Source: an optimization exercise on an open RTL-to-GDS flow (aim: small area, a short achievable clock period and few clock cycles per item). Production flows keep margins and buffers that such runs may drop. Only simulation tests tie the RTL to the original design; equivalence was not proved. No activity file was given, so power comes from the tool's default toggle rates.

==> flow/design.v <==
`timescale 1ns / 1ps
package ilid_pkg;
  localparam int unsigned POS_W = 10;
  typedef enum logic [2:0] {
    OP_READ     = 3'd0,
    OP_INS_HEAD = 3'd1,
    OP_INS_TAIL = 3'd2,
    OP_INS_AT   = 3'd3,
    OP_DELETE   = 3'd4
  } opcode_e;
  typedef enum logic [1:0] {
    ST_DONE  = 2'd0,
    ST_RANGE = 2'd1,
    ST_FULL  = 2'd2
  } status_e;
  typedef enum logic [1:0] {
    SH_HOLD   = 2'd0,
    SH_INSERT = 2'd1,
    SH_DELETE = 2'd2
  } shift_e;
  typedef struct packed {
    logic [2:0]          opcode;
    logic signed [11:0]  position;
    logic signed [31:0]  item_value;
  } ilid_cmd_t;
  typedef struct packed {
    logic signed [31:0]  read_value;
    logic [1:0]          status;
    logic [10:0]         entry_count;
  } ilid_res_t;
  typedef struct packed {
    shift_e              mode;
    logic [POS_W-1:0]    target;
    logic signed [31:0]  value;
  } ilid_ctrl_t;
endpackage
`timescale 1ns / 1ps
module ilid_cell (
  input  logic               clk_i,
  input  logic               we_i,
  input  logic signed [31:0] wdata_i,
  output logic signed [31:0] value_o
);
  logic signed [31:0] value_q;
  always_ff @(posedge clk_i) begin
    if (we_i) value_q <= wdata_i;
  end
  assign value_o = value_q;
endmodule
`timescale 1ns / 1ps
module indexed_list_insert_delete_unit #(
  parameter int unsigned CAPACITY = 64
) (
  input  logic      clk_i,
  input  logic      rst_ni,
  input  logic      start,
  output logic      busy,
  input  ilid_pkg::ilid_cmd_t cmd_i,
  output logic      done_o,
  output ilid_pkg::ilid_res_t res_o
);
  localparam int unsigned CntW = $clog2(CAPACITY + 1);
  localparam int unsigned IdxW = $clog2(CAPACITY);
  localparam int unsigned Last = CAPACITY - 1;
  assign busy = 1'b0;
  logic               cmd_v;
  logic [2:0]         cmd_op;
  logic [11:0]        cmd_pos;
  logic signed [31:0] cmd_val;
  assign cmd_v   = start;
  assign cmd_op  = cmd_i.opcode;
  assign cmd_pos = cmd_i.position;
  assign cmd_val = cmd_i.item_value;
  logic [CntW-1:0] cnt_q, cnt_d;
  logic            pos_neg, pos_lt, pos_gt, full;
  logic            do_ins, do_del, do_rd, rd_err;
  logic [1:0]      status;
  logic [IdxW-1:0] target;
  assign pos_neg = cmd_pos[11];
  assign pos_lt  = !pos_neg && ({1'b0, cmd_pos[10:0]} <  12'(cnt_q));
  assign pos_gt  = !pos_neg && ({1'b0, cmd_pos[10:0]} >  12'(cnt_q));
  assign full    = (cnt_q == CntW'(CAPACITY));
  always_comb begin
    do_ins = 1'b0;
    do_del = 1'b0;
    do_rd  = 1'b0;
    rd_err = 1'b0;
    status = ilid_pkg::ST_DONE;
    target = cmd_pos[IdxW-1:0];
    unique case (cmd_op)
      ilid_pkg::OP_READ: begin
        if (pos_lt) do_rd = 1'b1;
        else begin
          rd_err = 1'b1;
          status = ilid_pkg::ST_RANGE;
        end
      end
      ilid_pkg::OP_INS_HEAD, ilid_pkg::OP_INS_TAIL, ilid_pkg::OP_INS_AT: begin
        if (cmd_op == ilid_pkg::OP_INS_HEAD || (cmd_op == ilid_pkg::OP_INS_AT && pos_neg)) begin
          target = '0;
        end else if (cmd_op == ilid_pkg::OP_INS_TAIL) begin
          target = cnt_q[IdxW-1:0];
        end
        if (cmd_op == ilid_pkg::OP_INS_AT && pos_gt) status = ilid_pkg::ST_RANGE;
        else if (full)                              status = ilid_pkg::ST_FULL;
        else                                        do_ins = 1'b1;
      end
      ilid_pkg::OP_DELETE: begin
        if (pos_lt) do_del = 1'b1;
        else        status = ilid_pkg::ST_RANGE;
      end
      default: status = ilid_pkg::ST_RANGE;
    endcase
    if (!cmd_v) begin
      do_ins = 1'b0;
      do_del = 1'b0;
      do_rd  = 1'b0;
    end
  end
  always_comb begin
    cnt_d = cnt_q;
    if (do_ins)      cnt_d = cnt_q + CntW'(1);
    else if (do_del) cnt_d = cnt_q - CntW'(1);
  end
  logic                v1_q;
  logic [7:0]          the1_q, thg1_q, tle1_q, tlg1_q;
  logic [CAPACITY-1:0] pe1_q;    
  logic                ins1_q, del1_q, rd1_q;
  logic signed [31:0]  val1_q;
  logic                rderr1_q;
  logic [1:0]          status1_q;
  logic [CntW-1:0]     cnt1_q;
  always_ff @(posedge clk_i or negedge rst_ni) begin
    if (!rst_ni) begin
      cnt_q <= '0;
      v1_q  <= 1'b0;
    end else begin
      cnt_q <= cnt_d;
      v1_q  <= cmd_v;
    end
  end
  always_ff @(posedge clk_i) begin
    for (int h = 0; h < 8; h++) begin
      the1_q[h] <= (target[5:3] == 3'(h));
      thg1_q[h] <= (3'(h) > target[5:3]);
      tle1_q[h] <= (target[2:0] == 3'(h));
      tlg1_q[h] <= (3'(h) > target[2:0]);
    end
    for (int i = 0; i < CAPACITY; i++) pe1_q[i] <= (cmd_pos[IdxW-1:0] == IdxW'(i));
    ins1_q    <= do_ins;
    del1_q    <= do_del;
    rd1_q     <= do_rd;
    val1_q    <= cmd_val;
    rderr1_q  <= rd_err;
    status1_q <= status;
    cnt1_q    <= cnt_d;
  end
  logic [CAPACITY-1:0] s0, s1;
  always_comb begin
    for (int i = 0; i < CAPACITY; i++) begin
      logic eq, gt;
      eq = the1_q[i / 8] & tle1_q[i % 8];
      gt = thg1_q[i / 8] | (the1_q[i / 8] & tlg1_q[i % 8]);
      if (i == Last) begin
        s0[i] = (ins1_q & gt) | del1_q;
        s1[i] = del1_q;
      end else begin
        s0[i] = ins1_q & (eq | gt);
        s1[i] = (ins1_q & eq) | (del1_q & (eq | gt));
      end
    end
  end
  logic [IdxW-1:0] map_q [CAPACITY];
  logic [IdxW-1:0] tgt_slot;
  logic [IdxW-1:0] new_slot;
  assign new_slot = map_q[Last];
  always_comb begin
    tgt_slot = '0;
    for (int i = 0; i < CAPACITY; i++) begin
      tgt_slot = tgt_slot | (map_q[i] & {IdxW{pe1_q[i]}});
    end
  end
  for (genvar g = 0; g < CAPACITY; g++) begin : g_map
    logic [IdxW-1:0] left_v, right_v, wrap_v;
    if (g == 0) begin : g_head
      assign left_v = map_q[Last];
    end else begin : g_mid_l
      assign left_v = map_q[g-1];
    end
    if (g == Last) begin : g_tail
      assign right_v = map_q[0];
      assign wrap_v  = tgt_slot;
    end else begin : g_mid_r
      assign right_v = map_q[g+1];
      assign wrap_v  = new_slot;
    end
    always_ff @(posedge clk_i or negedge rst_ni) begin
      if (!rst_ni) begin
        map_q[g] <= IdxW'(g);
      end else begin
        map_q[g] <= s1[g] ? (s0[g] ? wrap_v : right_v)
                            : (s0[g] ? left_v : map_q[g]);
      end
    end
  end
  logic signed [31:0] slot_val [CAPACITY];
  for (genvar g = 0; g < CAPACITY; g++) begin : g_slot
    ilid_cell u_cell (
      .clk_i   (clk_i),
      .we_i    (ins1_q && (new_slot == IdxW'(g))),
      .wdata_i (val1_q),
      .value_o (slot_val[g])
    );
  end
  logic            v2_q;
  logic [7:0]      shi2_q, slo2_q;
  logic            rderr2_q;
  logic [1:0]      status2_q;
  logic [CntW-1:0] cnt2_q;
  always_ff @(posedge clk_i or negedge rst_ni) begin
    if (!rst_ni) v2_q <= 1'b0;
    else         v2_q <= v1_q;
  end
  always_ff @(posedge clk_i) begin
    for (int h = 0; h < 8; h++) begin
      shi2_q[h] <= rd1_q && (tgt_slot[5:3] == 3'(h));
      slo2_q[h] <= (tgt_slot[2:0] == 3'(h));
    end
    rderr2_q  <= rderr1_q;
    status2_q <= status1_q;
    cnt2_q    <= cnt1_q;
  end
  localparam int unsigned Groups = 4;
  localparam int unsigned GrpSz  = CAPACITY / Groups;
  logic [CAPACITY-1:0] rs;
  always_comb begin
    for (int j = 0; j < CAPACITY; j++) begin
      rs[j] = shi2_q[j / 8] && slo2_q[j % 8];
    end
  end
  logic signed [31:0] grp_d [Groups];
  logic signed [31:0] grp_q [Groups];
  always_comb begin
    for (int k = 0; k < Groups; k++) begin
      grp_d[k] = 32'sd0;
      for (int j = k * GrpSz; j < (k + 1) * GrpSz; j++) begin
        grp_d[k] = grp_d[k] | (slot_val[j] & {32{rs[j]}});
      end
    end
  end
  logic            v3_q;
  logic            rderr3_q;
  logic [1:0]      status3_q;
  logic [CntW-1:0] cnt3_q;
  always_ff @(posedge clk_i or negedge rst_ni) begin
    if (!rst_ni) v3_q <= 1'b0;
    else         v3_q <= v2_q;
  end
  always_ff @(posedge clk_i) begin
    for (int k = 0; k < Groups; k++) grp_q[k] <= grp_d[k];
    rderr3_q  <= rderr2_q;
    status3_q <= status2_q;
    cnt3_q    <= cnt2_q;
  end
  logic signed [31:0] rd_bus;
  always_comb begin
    rd_bus = {32{rderr3_q}};
    for (int k = 0; k < Groups; k++) rd_bus = rd_bus | grp_q[k];
  end
  logic                done_q;
  ilid_pkg::ilid_res_t res_q;
  always_ff @(posedge clk_i or negedge rst_ni) begin
    if (!rst_ni) done_q <= 1'b0;
    else         done_q <= v3_q;
  end
  always_ff @(posedge clk_i) begin
    res_q.read_value  <= rd_bus;
    res_q.status      <= status3_q;
    res_q.entry_count <= 11'(cnt3_q);
  end
  assign done_o = done_q;
  assign res_o  = res_q;
endmodule
`timescale 1ns / 1ps
module ilid_top (
  input  logic        clk_i,
  input  logic        rst_ni,
  input  logic        start,
  output logic        busy,
  input  logic [2:0]  cmd_opcode,
  input  logic [11:0] cmd_position,
  input  logic [31:0] cmd_value,
  output logic        done_o,
  output logic [31:0] res_value,
  output logic [1:0]  res_status,
  output logic [10:0] res_count
);
  ilid_pkg::ilid_cmd_t cmd;
  ilid_pkg::ilid_res_t res;
  assign cmd.opcode     = cmd_opcode;
  assign cmd.position   = cmd_position;
  assign cmd.item_value = cmd_value;
  indexed_list_insert_delete_unit #(
    .CAPACITY(64)
  ) u_unit (
    .clk_i  (clk_i),
    .rst_ni (rst_ni),
    .start  (start),
    .busy   (busy),
    .cmd_i  (cmd),
    .done_o (done_o),
    .res_o  (res)
  );
  assign res_value  = res.read_value;
  assign res_status = res.status;
  assign res_count  = res.entry_count;
endmodule
==> flow/run.sh <==
#!/bin/bash
# synth_recipe.tcl (not shown) runs the flow's synth.tcl, then flattens the netlist and writes it again
# the make line also repeats each setting of config.mk as NAME=value (left out here)
make -C /OpenROAD-flow-scripts/flow DESIGN_CONFIG=/design/flow/config.mk WORK_HOME=/design/flow/orfs CLKGATE_MAP_FILE= SYNTH_SCRIPT=/design/flow/synth_recipe.tcl finish
==> flow/config.mk <==
export PLATFORM = sky130hd
export DESIGN_NAME = ilid_top
export DESIGN_NICKNAME = ilid_top
export VERILOG_FILES = /design/flow/design.v
export SDC_FILE = /design/flow/constraint.sdc
export NUM_CORES = 4
export LEC_CHECK = 0
export CAP_MARGIN = 20
export CELL_PAD_IN_SITES_DETAIL_PLACEMENT = 0
export CELL_PAD_IN_SITES_GLOBAL_PLACEMENT = 0
export CORE_MARGIN = 2
export CORE_UTILIZATION = 55
export CTS_CLUSTER_DIAMETER = 80
export CTS_CLUSTER_SIZE = 24
export PLACE_DENSITY = 0.65
export SETUP_SLACK_MARGIN = 5.0
export SLEW_MARGIN = 20
==> flow/constraint.sdc <==
create_clock -name core_clock -period 8.0 [get_ports {clk_i}]
set_input_delay 1.6000 -clock core_clock [delete_from_list [all_inputs] [get_ports {clk_i}]]
set_output_delay 1.6000 -clock core_clock [all_outputs]
set_load 0.01 [all_outputs]
==> summary.txt, run 1 <==
Final #Nets -> 7552
Count leader, synth -> edfxtp_1
Drt drc -> 0
First-pass GRT wire length -> 523 mm
TNS Setup -> 0 ps
Fin crit share -> 38.4%
Minimum clock period -> 3070 ps
Post-synth EDFFs -> 2048
Worst hold path class -> reg2reg
Hold buffer count at CTS -> 0
Sw Ratio -> 22.7%
Die width -> 444 µm
CP cell instances -> a22o_1 -> a221oi_1 -> nand4_1 -> nor4_1 -> nand2_1 -> nor3_1
Post-DP HPWL -> 230 mm
Layout Utilization -> 60.0%
Syn Inst Count -> 7592
Largest net degree at the start of global routing -> 162
Total global routing track utilization -> 38.2%
Routed Antenna Nets -> 0
I/O Pins -> 97
Status -> no timing/DRC/antenna violations
Startpoint Class -> flop
Clk buf depth -> 3
Reg power frac -> 62.7%
Pwr per Cell Area -> 221 nW/µm²
Initial DRC count -> 11.1k
Main synth FF type -> edfxtp_1
Critical path arrival -> 3850 ps
Clk sink count -> 2789
Synth Cell Area -> 106000 µm²
Clock Latency Late Sink -> 860 ps
Number of global-route vias before repair -> 64.3k
Initial antenna violation count -> 25
Area leader, netlist -> edfxtp_1
Core area -> 192000 µm²
Final Instance Count excl. Fillers -> 10.2k
Worst path required time -> 8770 ps
Clk root buf -> clkbuf_16
Clock skew -> 32.5 ps
Crit Path Max Fanout -> 4
Gpl congestion -> 1.10
RSZ-0062 raised after global routing -> yes
Total net switching power -> 5780 µW
Max-slew violations -> 0
Final setup fails -> 0
Synth top area cells -> edfxtp_1 (58%), dfxtp_1 (6.5%), a22o_1 (5.1%)
H-tree lvl count -> 4
Ratio of cells with drive above 1 in the final layout -> 11.3%
WHS -> 322 ps
Internal cell power -> 19700 µW
Most frequent cells after synthesis -> edfxtp_1 (2048), nand2_1 (972), a21oi_1 (660)
Buffers on Ports -> 91
Peak Freq -> 325 MHz
Worst vdd ir -> 0.198 mV
Clock share of power -> 33.6%
Least-Margin Pin Slew -> 1340 ps
DRT Wirelength -> 383 mm
Vias per cell -> 7.04
Critical path class -> reg2reg
FP Rows -> 161
Initial core utilization -> 55.3%
CP max-delay cell -> nor4_1
Pleak -> 0.0362 µW
Worst slew margin -> 9.96%
Drt pass-1 iters -> 8
Routed WL per cell -> 37.7 µm
Top cell type's share of synthesized area -> 57.8%
Avg Cell Area, Syn -> 14.0 µm²
Die Outline Area -> 197000 µm²
Cts bufs inserted -> 148
Post-synthesis sequential area ratio -> 73.8%
Async SR Flop Fraction -> 14.2%
Area grow syn2layout -> 8.54%
Yosys warning count -> 9
Total grt overflow -> 0
Maxcap violations -> 0
Final hold vios -> 0
Combinational Power Share -> 3.7%
Fill cells -> 14.5k
CP peak stage delay -> 700 ps
Critical path endpoint category -> flop
Seq cells post-synth -> 2789
Die height -> 444 µm
Post-synth cell types -> 59
Via count of the routed design -> 71.5k
CTS tree -> done
Clock slew seen by the registers of the worst setup and hold paths -> 90 ps
Dpl cells -> 9861
## registers in the layout (all words and copies together), names as in the netlist, 8 cells and up
signal	flops
u_unit.g_slot.u_cell.value_q	2048
u_unit.map_q	384
u_unit.grp_q	128
u_unit.pe1_q	64
u_unit.res_q	41
u_unit.val1_q	32
u_unit.shi2_q	8
u_unit.slo2_q	8
u_unit.the1_q	8
u_unit.thg1_q	8
u_unit.tle1_q	8
u_unit.tlg1_q	8
## through the flow
| step | setup slack [ps] | total power, µW | instance area (µm²) |
|---|---|---|---|
| floorplan | 4700 | 16600 | 107000 |
| global placement | 3890 | 17200 | 111000 |
| detailed placement | 3870 | 17200 | 111000 |
| CTS | 4800 | 25500 | 115000 |
| global route | 4950 | 26000 | 115000 |
| finish | 4930 | 25500 | 115000 |
## logic make-up (layout without fill, tap and decap cells)
| family | Yosys count | in the layout | share of synthesized area (%) |
|---|---|---|---|
| flops | 2789 | 2789 | 73.8 |
| compound gates | 2686 | 2686 | 17.6 |
| simple gates | 1522 | 1524 | 6.17 |
| buf+inv | 560 | 579 | 2.04 |
| mux | 19 | 19 | 0.181 |
| fa+ha+maj | 9 | 9 | 0.106 |
| xor+xnor | 6 | 6 | 0.0494 |
| other cells | 1 | 18 | 0.00352 |
## timing repair
item | in CTS | in global routing
pin swaps | 2 | 3
resized for setup | 238 | 35
setup buffers | 2 | 3
gates cloned | 1 | 1
setup endpoints to repair | 1865 | 1305
## critical path: cells and delay by family, from the launching register on
kind,cells,cell delay [ps]
flops,1,530
compound gates,2,900
simple gates,4,1560
## layout make-up
class / count / area (µm²) / area share [%]
Antenna cell: 11 / 27.5 / 0.0238
Clock buffer: 235 / 4150 / 3.59
Clock inverter: 41 / 527 / 0.456
Inverter: 20 / 77.6 / 0.0672
Multi-Input combinational cell: 4251 / 26500 / 22.9
Sequential cell: 2789 / 78600 / 68.1
Tap cell: 2526 / 3160 / 2.74
Timing Repair Buffer: 283 / 2400 / 2.08
## power groups by stage
stage	Sequential, µW	Clock, µW	Combinational [µW]
final	16000	8560	952
after global routing	16000	9060	1010
after CTS	15900	8600	909
after detailed placement	16300	0	922
after global placement	16300	0	911
after floorplan	16200	0	429
## layer usage
layer | routed length [µm] | GRT usage (%) | part of all wire (%) | vias to the layer above
met1 | 154000 | 56.9 | 40 | 36400
li1 | - | - | - | 29600
met4 | 16800 | 15.0 | 4.4 | 24
met5 | 276 | 0 | 0.072 | -
met3 | 44800 | 7.46 | 12 | 725
met2 | 167000 | 55.6 | 44 | 4791
## layout by cell type, fill, tap and decap left out, types with 59 or more instances in the layout
cell type  instances
a21oi_1          659
buf_4            139
nor2_4            68
dfrtp_1          203
a221oi_1         607
o21a_1           117
clkbuf_16        153
o21ai_0          508
dfxtp_1          292
a22o_1           620
nand2_1          972
clkbuf_1          81
dfstp_2          192
edfxtp_1        2048
nand4_1          158
nor2_1           133
a32oi_1           59
and2_2            63
## worst paths after layout
| kind | slack (ps) | start | to | cells past startpoint |
|---|---|---|---|---|
| min in group asynchronous | 770 | rst_ni | u_unit.map_q[41][2] | 1 |
| worst max-delay path | 4930 | u_unit.map_q[29][5] | u_unit.shi2_q[0] | 6 |
| max in group asynchronous | 5790 | rst_ni | u_unit.map_q[9][2] | 2 |
| worst min-delay path | 320 | u_unit.cnt3_q[3] | u_unit.res_q[3] | 0 |
| worst min register to register | 320 | u_unit.cnt3_q[3] | u_unit.res_q[3] | 0 |
| worst max register to register | 4930 | u_unit.map_q[29][5] | u_unit.shi2_q[0] | 6 |
Testbench counts, summed over its fixed seeds: cycles 80,032, items 80,000.
==> inputs of run 2 (changes only) <==
--- a/flow/design.v
+++ b/flow/design.v
@@ -155,6 +155,20 @@
     status1_q <= status;
     cnt1_q    <= cnt_d;
   end
+  localparam int unsigned LkGrps = 4;
+  localparam int unsigned LkSz   = CAPACITY / LkGrps;
+  logic [IdxW-1:0] map_q [CAPACITY];
+  logic [IdxW-1:0] lkp_q [LkGrps];
+  logic            pend_q;
+  logic [IdxW-1:0] lk_slot;    
+  logic [IdxW-1:0] m_last;     
+  logic [IdxW-1:0] new_slot;
+  always_comb begin
+    lk_slot = '0;
+    for (int k = 0; k < LkGrps; k++) lk_slot = lk_slot | lkp_q[k];
+  end
+  assign m_last   = pend_q ? lk_slot : map_q[Last];
+  assign new_slot = m_last;
   logic [CAPACITY-1:0] s0, s1;
   always_comb begin
     for (int i = 0; i < CAPACITY; i++) begin
@@ -162,47 +176,53 @@
       eq = the1_q[i / 8] & tle1_q[i % 8];
       gt = thg1_q[i / 8] | (the1_q[i / 8] & tlg1_q[i % 8]);
       if (i == Last) begin
-        s0[i] = (ins1_q & gt) | del1_q;
-        s1[i] = del1_q;
+        s0[i] = ins1_q & gt;
+        s1[i] = 1'b0;
       end else begin
         s0[i] = ins1_q & (eq | gt);
         s1[i] = (ins1_q & eq) | (del1_q & (eq | gt));
       end
     end
   end
-  logic [IdxW-1:0] map_q [CAPACITY];
-  logic [IdxW-1:0] tgt_slot;
-  logic [IdxW-1:0] new_slot;
-  assign new_slot = map_q[Last];
+  logic [IdxW-1:0] lk_d [LkGrps];
   always_comb begin
-    tgt_slot = '0;
-    for (int i = 0; i < CAPACITY; i++) begin
-      tgt_slot = tgt_slot | (map_q[i] & {IdxW{pe1_q[i]}});
+    for (int k = 0; k < LkGrps; k++) begin
+      lk_d[k] = '0;
+      for (int i = k * LkSz; i < (k + 1) * LkSz; i++) begin
+        lk_d[k] = lk_d[k] | (((i == Last) ? m_last : map_q[i]) & {IdxW{pe1_q[i]}});
+      end
     end
   end
   for (genvar g = 0; g < CAPACITY; g++) begin : g_map
-    logic [IdxW-1:0] left_v, right_v, wrap_v;
+    logic [IdxW-1:0] left_v, right_v, hold_v;
     if (g == 0) begin : g_head
-      assign left_v = map_q[Last];
+      assign left_v = m_last;
     end else begin : g_mid_l
       assign left_v = map_q[g-1];
     end
     if (g == Last) begin : g_tail
-      assign right_v = map_q[0];
-      assign wrap_v  = tgt_slot;
+      assign right_v = m_last;
+      assign hold_v  = m_last;
+    end else if (g == Last - 1) begin : g_pen
+      assign right_v = m_last;
+      assign hold_v  = map_q[g];
     end else begin : g_mid_r
       assign right_v = map_q[g+1];
-      assign wrap_v  = new_slot;
+      assign hold_v  = map_q[g];
     end
     always_ff @(posedge clk_i or negedge rst_ni) begin
       if (!rst_ni) begin
         map_q[g] <= IdxW'(g);
       end else begin
-        map_q[g] <= s1[g] ? (s0[g] ? wrap_v : right_v)
-                            : (s0[g] ? left_v : map_q[g]);
+        map_q[g] <= s1[g] ? (s0[g] ? new_slot : right_v)
+                          : (s0[g] ? left_v : hold_v);
       end
     end
   end
+  always_ff @(posedge clk_i or negedge rst_ni) begin
+    if (!rst_ni) pend_q <= 1'b0;
+    else         pend_q <= del1_q;
+  end
   logic signed [31:0] slot_val [CAPACITY];
   for (genvar g = 0; g < CAPACITY; g++) begin : g_slot
     ilid_cell u_cell (
@@ -212,8 +232,7 @@
       .value_o (slot_val[g])
     );
   end
-  logic            v2_q;
-  logic [7:0]      shi2_q, slo2_q;
+  logic            v2_q, rd2_q;
   logic            rderr2_q;
   logic [1:0]      status2_q;
   logic [CntW-1:0] cnt2_q;
@@ -222,14 +241,30 @@
     else         v2_q <= v1_q;
   end
   always_ff @(posedge clk_i) begin
-    for (int h = 0; h < 8; h++) begin
-      shi2_q[h] <= rd1_q && (tgt_slot[5:3] == 3'(h));
-      slo2_q[h] <= (tgt_slot[2:0] == 3'(h));
-    end
+    for (int k = 0; k < LkGrps; k++) lkp_q[k] <= lk_d[k];
+    rd2_q     <= rd1_q;
     rderr2_q  <= rderr1_q;
     status2_q <= status1_q;
     cnt2_q    <= cnt1_q;
   end
+  logic [7:0]      shi2_q, slo2_q;
+  logic            v2b_q;
+  logic            rderr2b_q;
+  logic [1:0]      status2b_q;
+  logic [CntW-1:0] cnt2b_q;
+  always_ff @(posedge clk_i or negedge rst_ni) begin
+    if (!rst_ni) v2b_q <= 1'b0;
+    else         v2b_q <= v2_q;
+  end
+  always_ff @(posedge clk_i) begin
+    for (int h = 0; h < 8; h++) begin
+      shi2_q[h] <= rd2_q && (lk_slot[5:3] == 3'(h));
+      slo2_q[h] <= (lk_slot[2:0] == 3'(h));
+    end
+    rderr2b_q  <= rderr2_q;
+    status2b_q <= status2_q;
+    cnt2b_q    <= cnt2_q;
+  end
   localparam int unsigned Groups = 4;
   localparam int unsigned GrpSz  = CAPACITY / Groups;
   logic [CAPACITY-1:0] rs;
@@ -254,13 +289,13 @@
   logic [CntW-1:0] cnt3_q;
   always_ff @(posedge clk_i or negedge rst_ni) begin
     if (!rst_ni) v3_q <= 1'b0;
-    else         v3_q <= v2_q;
+    else         v3_q <= v2b_q;
   end
   always_ff @(posedge clk_i) begin
     for (int k = 0; k < Groups; k++) grp_q[k] <= grp_d[k];
-    rderr3_q  <= rderr2_q;
-    status3_q <= status2_q;
-    cnt3_q    <= cnt2_q;
+    rderr3_q  <= rderr2b_q;
+    status3_q <= status2b_q;
+    cnt3_q    <= cnt2b_q;
   end
   logic signed [31:0] rd_bus;
   always_comb begin
==> run 2 against run 1 <==
Effect of this change:
- worst setup slack improved by 47 ps
- worst hold slack improved by 3.9 ps
- area after synthesis rose by 2.0%
- largest power group unchanged
- clock-buffer cell count fell by 4
- critical path depth rose by 1
- global-route usage fell by 4.3 points
- sequential share of layout area fell by 1.2 points
==> summary.txt, run 2 <==
Status -> no timing/DRC/antenna violations
CTS tree -> done
Critical path class -> reg2reg
Critical path endpoint category -> flop
Initial antenna violation count -> 14 (-44%)
Total global routing track utilization -> 33.9% (-4.3 points)
Most flop-heavy register -> u_unit.g_slot.u_cell.value_q
Avg Cell Area, Syn -> 14.3 µm² (+1.8%)
Syn Inst Count -> 7602 (+0.13%)
FP Rows -> 163 (+1.2%)
Routed WL per cell -> 33.2 µm (-12%)
Die width -> 448 µm (+0.98%)
Initial DRC count -> 11.0k (-0.87%)
Most common cell after layout, fill and taps aside -> edfxtp_1
Die height -> 448 µm (+0.98%)
Dpl cells -> 10.0k (+1.5%)
Via count of the routed design -> 70.1k (-2.0%)
Final setup fails -> 0 (unchanged)
Main synth FF type -> edfxtp_1
Largest net degree at the start of global routing -> 162 (unchanged)
Routed Antenna Nets -> 0 (unchanged)
Drt drc -> 0 (unchanged)
Post-synthesis sequential area ratio -> 73.1% (-0.74 points)
Initial core utilization -> 55.2% (-0.11 points)
Final hold vios -> 0 (unchanged)
Vias per cell -> 6.77 (-3.9%)
Most frequent cells after synthesis -> edfxtp_1 (2048), nor2_1 (515), a21oi_1 (507)
Top Registers -> u_unit.g_slot.u_cell.value_q: 2048 flops, u_unit.map_q: 384 flops, u_unit.grp_q: 128 flops
Max-slew violations -> 0 (unchanged)
Ratio of cells with drive above 1 in the final layout -> 12.6% (+1.3 points)
Minimum clock period -> 3030 ps (-46.6 ps)
Layout Utilization -> 60.3% (+0.29 points)
Commonest non-fill, non-tap cells in the layout -> edfxtp_1 (2048), a21oi_1 (499), nand2_1 (470)
Clock Latency Late Sink -> 850 ps (about the same)
Post-DP HPWL -> 206 mm (-10%)
Critical path arrival -> 3770 ps (-80 ps)
Worst path required time -> 8750 ps (-20 ps)
Final Instance Count excl. Fillers -> 10.4k (+2.0%)
CP peak stage delay -> 870 ps (+170 ps)
Least-Margin Pin Slew -> 1150 ps (-195 ps)
Count leader, synth -> edfxtp_1
Clk buf depth -> 3 (unchanged)
Clk root buf -> clkbuf_16
Post-synth cell types -> 66 (+12%)
Synth top area cells -> edfxtp_1 (57%), dfxtp_1 (7.0%), dfrtp_1 (4.7%)
Async SR Flop Fraction -> 14.0% (-0.11 points)
Clock skew -> 31.7 ps (-0.798 ps)
Fin crit share -> 37.9% (-0.58 points)
Total grt overflow -> 0 (unchanged)
H-tree lvl count -> 4 (unchanged)
Worst vdd ir -> 0.184 mV (-7.2%)
Pwr per Cell Area -> 220 nW/µm² (about the same)
Seq cells post-synth -> 2826 (+1.3%)
Yosys warning count -> 13 (+4)
Post-synth EDFFs -> 2048 (unchanged)
Die Outline Area -> 201000 µm² (+2.0%)
DRT Wirelength -> 344 mm (-10%)
Clock slew seen by the registers of the worst setup and hold paths -> 90 ps (about the same)
Max reg flops -> 2048 (unchanged)
Peak Freq -> 330 MHz (+1.5%)
Crit Path Max Fanout -> 33 (+29)
Synth Cell Area -> 109000 µm² (+2.0%)
Worst hold path class -> reg2reg
Gpl congestion -> 0.960 (-13%)
Startpoint Class -> flop
Clk sink count -> 2826 (+1.3%)
Worst slew margin -> 23.6% (+14 points)
Buffers on Ports -> 91 (unchanged)
Area leader, netlist -> edfxtp_1
First-pass GRT wire length -> 485 mm (-7.3%)
Top cell type's share of synthesized area -> 56.7% (-1.1 points)
TNS Setup -> 0 ps (unchanged)
Cts bufs inserted -> 148 (unchanged)
Final #Nets -> 7652 (+1.3%)
Area grow syn2layout -> 9.30%
Drt pass-1 iters -> 8 (unchanged)
Maxcap violations -> 0 (unchanged)
I/O Pins -> 97 (unchanged)
Core area -> 197000 µm² (+2.2%)
Number of global-route vias before repair -> 66.0k (+2.6%)
RSZ-0062 raised after global routing -> yes
Pleak -> 0.0403 µW (+11%)
CP cell instances -> buf_4 -> and2_1 -> buf_4 -> a22oi_1 -> nand3_1 -> a21oi_1 -> nand3_1
CP max-delay cell -> and2_1
==> run 2: cell type report <==
| type | count | area, µm² |
|---|---|---|
| flip-flops and latches | 2826 | 79400 |
| clock inverters | 40 | 571 |
| inverters | 108 | 413 |
| repair buffers | 352 | 3240 |
| fillers | 15000 | 78000 |
| well taps | 2640 | 3300 |
| clock buffers | 231 | 4200 |
| diodes | 6 | 15.0 |
| multi-input cells | 4157 | 27500 |
==> run 2: layer usage <==
metal / routed length (µm) / vias up / track usage, % / part of all wire, %
met5: 106 / - / 0 / 0.031
met4: 19800 / 14 / 16.4 / 5.8
met3: 32800 / 790 / 5.26 / 9.5
met2: 164000 / 4300 / 55.4 / 48
met1: 127000 / 35300 / 44.5 / 37
li1: - / 29700 / - / -
==> run 2: timing repair <==
action,in CTS,in global routing
endpoints found under the hold margin,0,0
hold buffers,0,0
setup buffers,52,13
endpoints found under the setup margin,2161,1077
cloned,7,0
pin swaps,31,11
gates resized for setup,229,39
==> run 2: path summary, 6_finish.rpt <==
kind | start | end | slack, ps | cells past startpoint
max | u_unit.slo2_q[6] | u_unit.grp_q[0][2] | 4970 | 7
min | u_unit.cnt2b_q[0] | u_unit.cnt3_q[0] | 330 | 0
max reg2reg | u_unit.slo2_q[6] | u_unit.grp_q[0][2] | 4970 | 7
min reg2reg | u_unit.cnt2b_q[0] | u_unit.cnt3_q[0] | 330 | 0
max in group asynchronous | rst_ni | u_unit.pend_q | 5700 | 2
min in group asynchronous | rst_ni | u_unit.map_q[25][5] | 810 | 1
==> run 2: cells by family after synthesis <==
logic type	after synthesis	synth area share (%)
flip-flops	2826	73.1
AO/OA/AOI/OAI	2346	15.5
AND/OR/NAND/NOR	1480	6.16
buffers and inverters	632	2.35
multiplexers	302	2.79
adder cells (fa/ha/maj)	9	0.104
XOR/XNOR	6	0.0484
other	1	0.00346
==> run 2: stage by stage <==
| step | worst slack [ps] | cell area [µm²] | power, µW | hold slack (ps) |
|---|---|---|---|---|
| after floorplan | 4710 | 109000 | 17100 | 310 |
| after global placement | 3580 | 113000 | 17700 | 314 |
| after detailed placement | 3580 | 113000 | 17700 | 312 |
| after CTS | 4960 | 118000 | 26200 | 327 |
| after global routing | 4920 | 119000 | 26800 | 330 |
| final | 4970 | 119000 | 26100 | 326 |
==> run 2: worst max-delay path: cells and delay by family (launching register included) <==
kind            cells  cell delay [ps]
simple gates        3             1220
buf+inv             2              950
flops               1              470
compound gates      2              210
==> run 2: power by group <==
group          internal, µW  switching, µW  total, µW  leakage (µW)
Combinational           342            794       1140        0.0117
Sequential            16000            368      16300        0.0263
Clock                  3900           4780       8670       0.00229
Total                 20200           5940      26100        0.0403
Testbench counts of run 2, summed over its fixed seeds: cycles 80,040, items 80,000.
==> inputs of run 3 (changes only) <==
--- a/flow/design.v
+++ b/flow/design.v
@@ -126,6 +126,7 @@
   logic [7:0]          the1_q, thg1_q, tle1_q, tlg1_q;
   logic [CAPACITY-1:0] pe1_q;    
   logic                ins1_q, del1_q, rd1_q;
+  logic [7:0]          insg1_q, delg1_q;
   logic signed [31:0]  val1_q;
   logic                rderr1_q;
   logic [1:0]          status1_q;
@@ -149,6 +150,10 @@
     for (int i = 0; i < CAPACITY; i++) pe1_q[i] <= (cmd_pos[IdxW-1:0] == IdxW'(i));
     ins1_q    <= do_ins;
     del1_q    <= do_del;
+    for (int h = 0; h < 8; h++) begin
+      insg1_q[h] <= do_ins && (target[5:3] <= 3'(h));
+      delg1_q[h] <= do_del && (target[5:3] <= 3'(h));
+    end
     rd1_q     <= do_rd;
     val1_q    <= cmd_val;
     rderr1_q  <= rd_err;
@@ -176,11 +181,11 @@
       eq = the1_q[i / 8] & tle1_q[i % 8];
       gt = thg1_q[i / 8] | (the1_q[i / 8] & tlg1_q[i % 8]);
       if (i == Last) begin
-        s0[i] = ins1_q & gt;
+        s0[i] = insg1_q[i / 8] & gt;
         s1[i] = 1'b0;
       end else begin
-        s0[i] = ins1_q & (eq | gt);
-        s1[i] = (ins1_q & eq) | (del1_q & (eq | gt));
+        s0[i] = insg1_q[i / 8] & (eq | gt);
+        s1[i] = (insg1_q[i / 8] & eq) | (delg1_q[i / 8] & (eq | gt));
       end
     end
   end
==> run 3 against run 2 <==
Effect of this change:
- still clean
- flip-flop and latch count is 15 higher
- area after synthesis is 0.85% lower
- global-route usage up 0.75 points
- maximum frequency increased by 1.0%
- power increased by 20%
- final cell count decreased by 5.2%
- worst hold slack about the same
- die area fell by 0.84%
- synthesized cell count down 6.6%
- clock skew grew 6.8 ps
- core utilization fell by 0.076 points
==> summary.txt, run 3 <==
Final hold vios -> 0 (unchanged)
Count leader, synth -> edfxtp_1
Clk root buf -> clkbuf_16
Gr busiest metal -> met2
Pleak -> 0.0402 µW (-0.26%)
FP Rows -> 162 (-0.61%)
Area grow syn2layout -> 8.97%
Top delay family on crit path -> flip-flops
Met3 Resource Use GR -> 5.81% (+0.54 points)
Number of global-route vias before repair -> 65.7k (-0.39%)
Clock Latency Late Sink -> 860 ps (about the same)
DRT Wirelength -> 349 mm (+1.4%)
Syn Inst Count -> 7098 (-6.6%)
Max-slew violations -> 0 (unchanged)
WHS -> 326 ps (+0.433 ps)
CP max-delay cell -> dfxtp_4
Max reg flops -> 2048 (unchanged)
Synth Cell Area -> 108000 µm² (-0.85%)
Initial antenna violation count -> 13 (-1)
Worst hold path class -> reg2reg
CTS tree -> done
Fin crit share -> 37.5% (-0.38 points)
Least-Margin Pin Slew -> 1170 ps (+20.7 ps)
Final setup fails -> 0 (unchanged)
Routed Antenna Nets -> 0 (unchanged)
I/O Pins -> 97 (unchanged)
Initial DRC count -> 10.7k (-2.2%)
Clk buf depth -> 3 (unchanged)
Clock slew seen by the registers of the worst setup and hold paths -> 100 ps (about the same)
Startpoint Class -> flop
Reg area -> 79700 µm² (+0.38%)
Seq cells post-synth -> 2841 (+0.53%)
Ratio of cells with drive above 1 in the final layout -> 13.6% (+1.1 points)
Drt drc -> 0 (unchanged)
TNS Setup -> 0 ps (unchanged)
Die Outline Area -> 199000 µm² (-0.84%)
Pwr per Cell Area -> 268 nW/µm² (+21%)
Fill cells -> 14.7k (-2.0%)
Post-synthesis sequential area ratio -> 74.0% (+0.91 points)
Die width -> 446 µm (-0.42%)
Worst path required time -> 6400 ps (-2350 ps)
Hold Crit Depth -> 0 (unchanged)
Reg-to-reg startpoint -> u_unit.slo2_q[3]
Core area -> 195000 µm² (-1.0%)
Routed WL per cell -> 35.5 µm (+7.0%)
Post-synth cell types -> 73 (+11%)
Post-DP HPWL -> 211 mm (+2.3%)
Post-synth EDFFs -> 2048 (unchanged)
Cts bufs inserted -> 147 (-0.68%)
Total grt overflow -> 0 (unchanged)
Largest net degree at the start of global routing -> 146 (-9.9%)
RSZ-0062 raised after global routing -> yes
Reg power frac -> 60.7% (-1.8 points)
Clock skew -> 38.5 ps (+6.82 ps)
Most frequent cells after synthesis -> edfxtp_1 (2048), a22o_1 (418), nor2_1 (411)
Clock share of power -> 27.1% (-6.1 points)
Total global routing track utilization -> 34.6% (+0.75 points)
Internal cell power -> 22300 µW (+11%)
Clk sink count -> 2841 (+0.53%)
Yosys warning count -> 13 (unchanged)
Sw Ratio -> 28.8% (+6.1 points)
Drt pass-1 iters -> 10 (+2)
CP cell instances -> buf_6
H-tree lvl count -> 4 (unchanged)
Initial core utilization -> 55.3% (+0.097 points)
Critical path arrival -> 1400 ps (-2370 ps)
Grt met2 use -> 56.4% (+0.91 points)
Most flop-heavy register -> u_unit.g_slot.u_cell.value_q
Peak Freq -> 334 MHz (+1.0%)
Maxcap violations -> 0 (unchanged)
Area leader, netlist -> edfxtp_1
Hold Path End -> u_unit.cnt3_q[6]
Worst vdd ir -> 0.272 mV (+48%)
Minimum clock period -> 3000 ps (-30.2 ps)
Synth top area cells -> edfxtp_1 (57%), dfxtp_1 (7.4%), dfrtp_1 (4.8%)
Avg Cell Area, Syn -> 15.2 µm² (+6.2%)
Critical path class -> reg2out
Most common cell after layout, fill and taps aside -> edfxtp_1
Die height -> 446 µm (-0.42%)
Vias per cell -> 7.02 (+3.8%)
Final #Nets -> 7205 (-5.8%)
Total net switching power -> 9050 µW (+52%)
First-pass GRT wire length -> 492 mm (+1.4%)
Combinational Power Share -> 12.2% (+7.9 points)
Commonest non-fill, non-tap cells in the layout -> edfxtp_1 (2048), a22o_1 (418), nor2_1 (343)
Buffers & Inverters on Critical Path -> 1 (-1)
Multi-input gate area -> 26500 µm² (-3.6%)
Global Route met1 Usage -> 46.7% (+2.2 points)
Async SR Flop Fraction -> 14.0% (-0.074 points)
Main synth FF type -> edfxtp_1
FF-to-FF path depth -> 7 (unchanged)
Top cell type's share of synthesized area -> 57.2% (+0.49 points)
Gpl congestion -> 0.961 (+0.15%)
Worst slew margin -> 21.6% (-2.0 points)
Worst r2r dst -> u_unit.grp_q[0][23]
Via count of the routed design -> 69.0k (-1.6%)
Crit Path Max Fanout -> 1 (-97%)
CP peak stage delay -> 420 ps (-450 ps)
Top Registers -> u_unit.g_slot.u_cell.value_q: 2048 flops, u_unit.map_q: 384 flops, u_unit.grp_q: 128 flops
Levels on crit path -> 1 (-6)
Critical path endpoint category -> output pin
R2R Setup Slk -> 5040 ps (+70 ps)
Hold_sp -> u_unit.cnt2b_q[6]
Buffers on Ports -> 91 (unchanged)
Status -> no timing/DRC/antenna violations
[run 3: cell types whose count changed after synthesis, moves of 72 or more]
cell / change
o21ai_1: -229
nand2_1: -226
a21oi_1: -172
o22ai_1: +153
mux2i_1: -111
nor2_1: -104
a211oi_1: +72
[run 3: worst reg2reg max path, delay by kind of cell (launching register included)]
family	cells	cell delay (ps)
buffers and inverters	2	830
DFF	1	750
AOI/OAI and AO/OA	2	240
and+or+nand+nor	3	1100
[run 3: timing repair]
action                                   CTS  global route
setup buffers                             19            12
pin swaps                                 12            13
resized for setup                        220            43
endpoints found under the setup margin  2130           902
hold buffers                               0             0
[run 3: how the worst max path moves through the flow]
stage / slack, ps / to / startpoint
4_1_cts: 4950 / res_value[31] / u_unit.res_q[44]
5_1_grt: 4990 / res_value[31] / u_unit.res_q[44]
6_report: 5000 / res_value[31] / u_unit.res_q[44]
3_3_place_gp: 3550 / u_unit.cnt_q[2] / cmd_position[2]
2_1_floorplan: 4590 / u_unit.g_slot[30].u_cell.value_q[0] / u_unit.pend_q
3_5_place_dp: 3460 / u_unit.cnt_q[2] / cmd_position[2]
[run 3: kinds of logic after synthesis]
family                     synth area share, %
xor gates and xnor gates                0.0488
DFF                                       74.0
other                                  0.00349
AOI/OAI and AO/OA                         15.4
and+or+nand+nor                           5.38
muxes                                     2.89
adders and majority gates                0.105
buffers and inverters                     2.14
[run 3: stage by stage]
step           total power (µW)  instances  util (%)  instance area, µm²  setup slack, ps
2_1_floorplan             20600       7103         -              108000             4590
3_3_place_gp              22900       9507      57.7              112000             3550
3_5_place_dp              23000       9508      57.7              112000             3460
4_1_cts                   31300       9801      60.1              117000             4950
5_1_grt                   32200       9813      60.2              117000             4990
6_report                  31400       9818      60.2              117000             5000
[run 3: power groups by stage]
stage | Clock (µW) | Combinational, µW | Sequential, µW
after global placement | 0 | 3620 | 19300
after floorplan | 0 | 2330 | 18300
after detailed placement | 0 | 3700 | 19300
after global routing | 9030 | 4090 | 19100
after CTS | 8550 | 3750 | 19000
final | 8490 | 3830 | 19100
[run 3: metal layers]
metal / vias to the layer above / part of all wire (%)
met5: - / 0.012
met4: 6 / 4.5
met3: 675 / 10
met2: 4339 / 48
met1: 35300 / 37
li1: 28600 / -
[run 3: area by class of cell]
class	instances	area share, %
diodes	5	0.0107
clock buffers	236	3.50
repair buffers	348	2.41
flip-flops and latches	2841	68.0
inverters	130	0.421
multi-input cells	3678	22.6
well taps	2542	2.71
clock inverters	38	0.375
Testbench counts of run 3, summed over its fixed seeds: cycles 80,040, items 80,000.

[re-timing with driven ports]
In the flow no input, the clock included, has a driving cell. The finished layouts below were timed again as built, in two steps.
Step 1 sets driving cells, clkbuf_16 on the clock port and buf_2 on the other inputs (assumed; they add their load-dependent delay and slew).
Step 2 times the ports against the registers' clock, not the clock port: input delays grow and output delays shrink by t, the midpoint of the rising clock arrivals with the driver on.
a / b / c = ideal ports / drivers / drivers and shift; a / b = the first two.
| run | shift t [ns] | slack for setup (ns) | latest minus earliest clock arrival (ns) | cell pins on the clock port's net |
|---|---|---|---|---|
| run 1 | 0.931 | 4.925 / 4.887 / 4.247 | 0.039 / 0.039 | 1 |
| run 2 | 0.923 | 4.972 / 4.956 / 4.244 | 0.048 / 0.048 | 1 |
| run 3 | 0.930 | 5.002 / 4.910 / 4.219 | 0.045 / 0.045 | 1 |
After both steps every run listed still meets setup and hold. The setup slack of run 3, which loses most, moves by -0.092 ns with the drivers and by -0.783 ns with both steps.
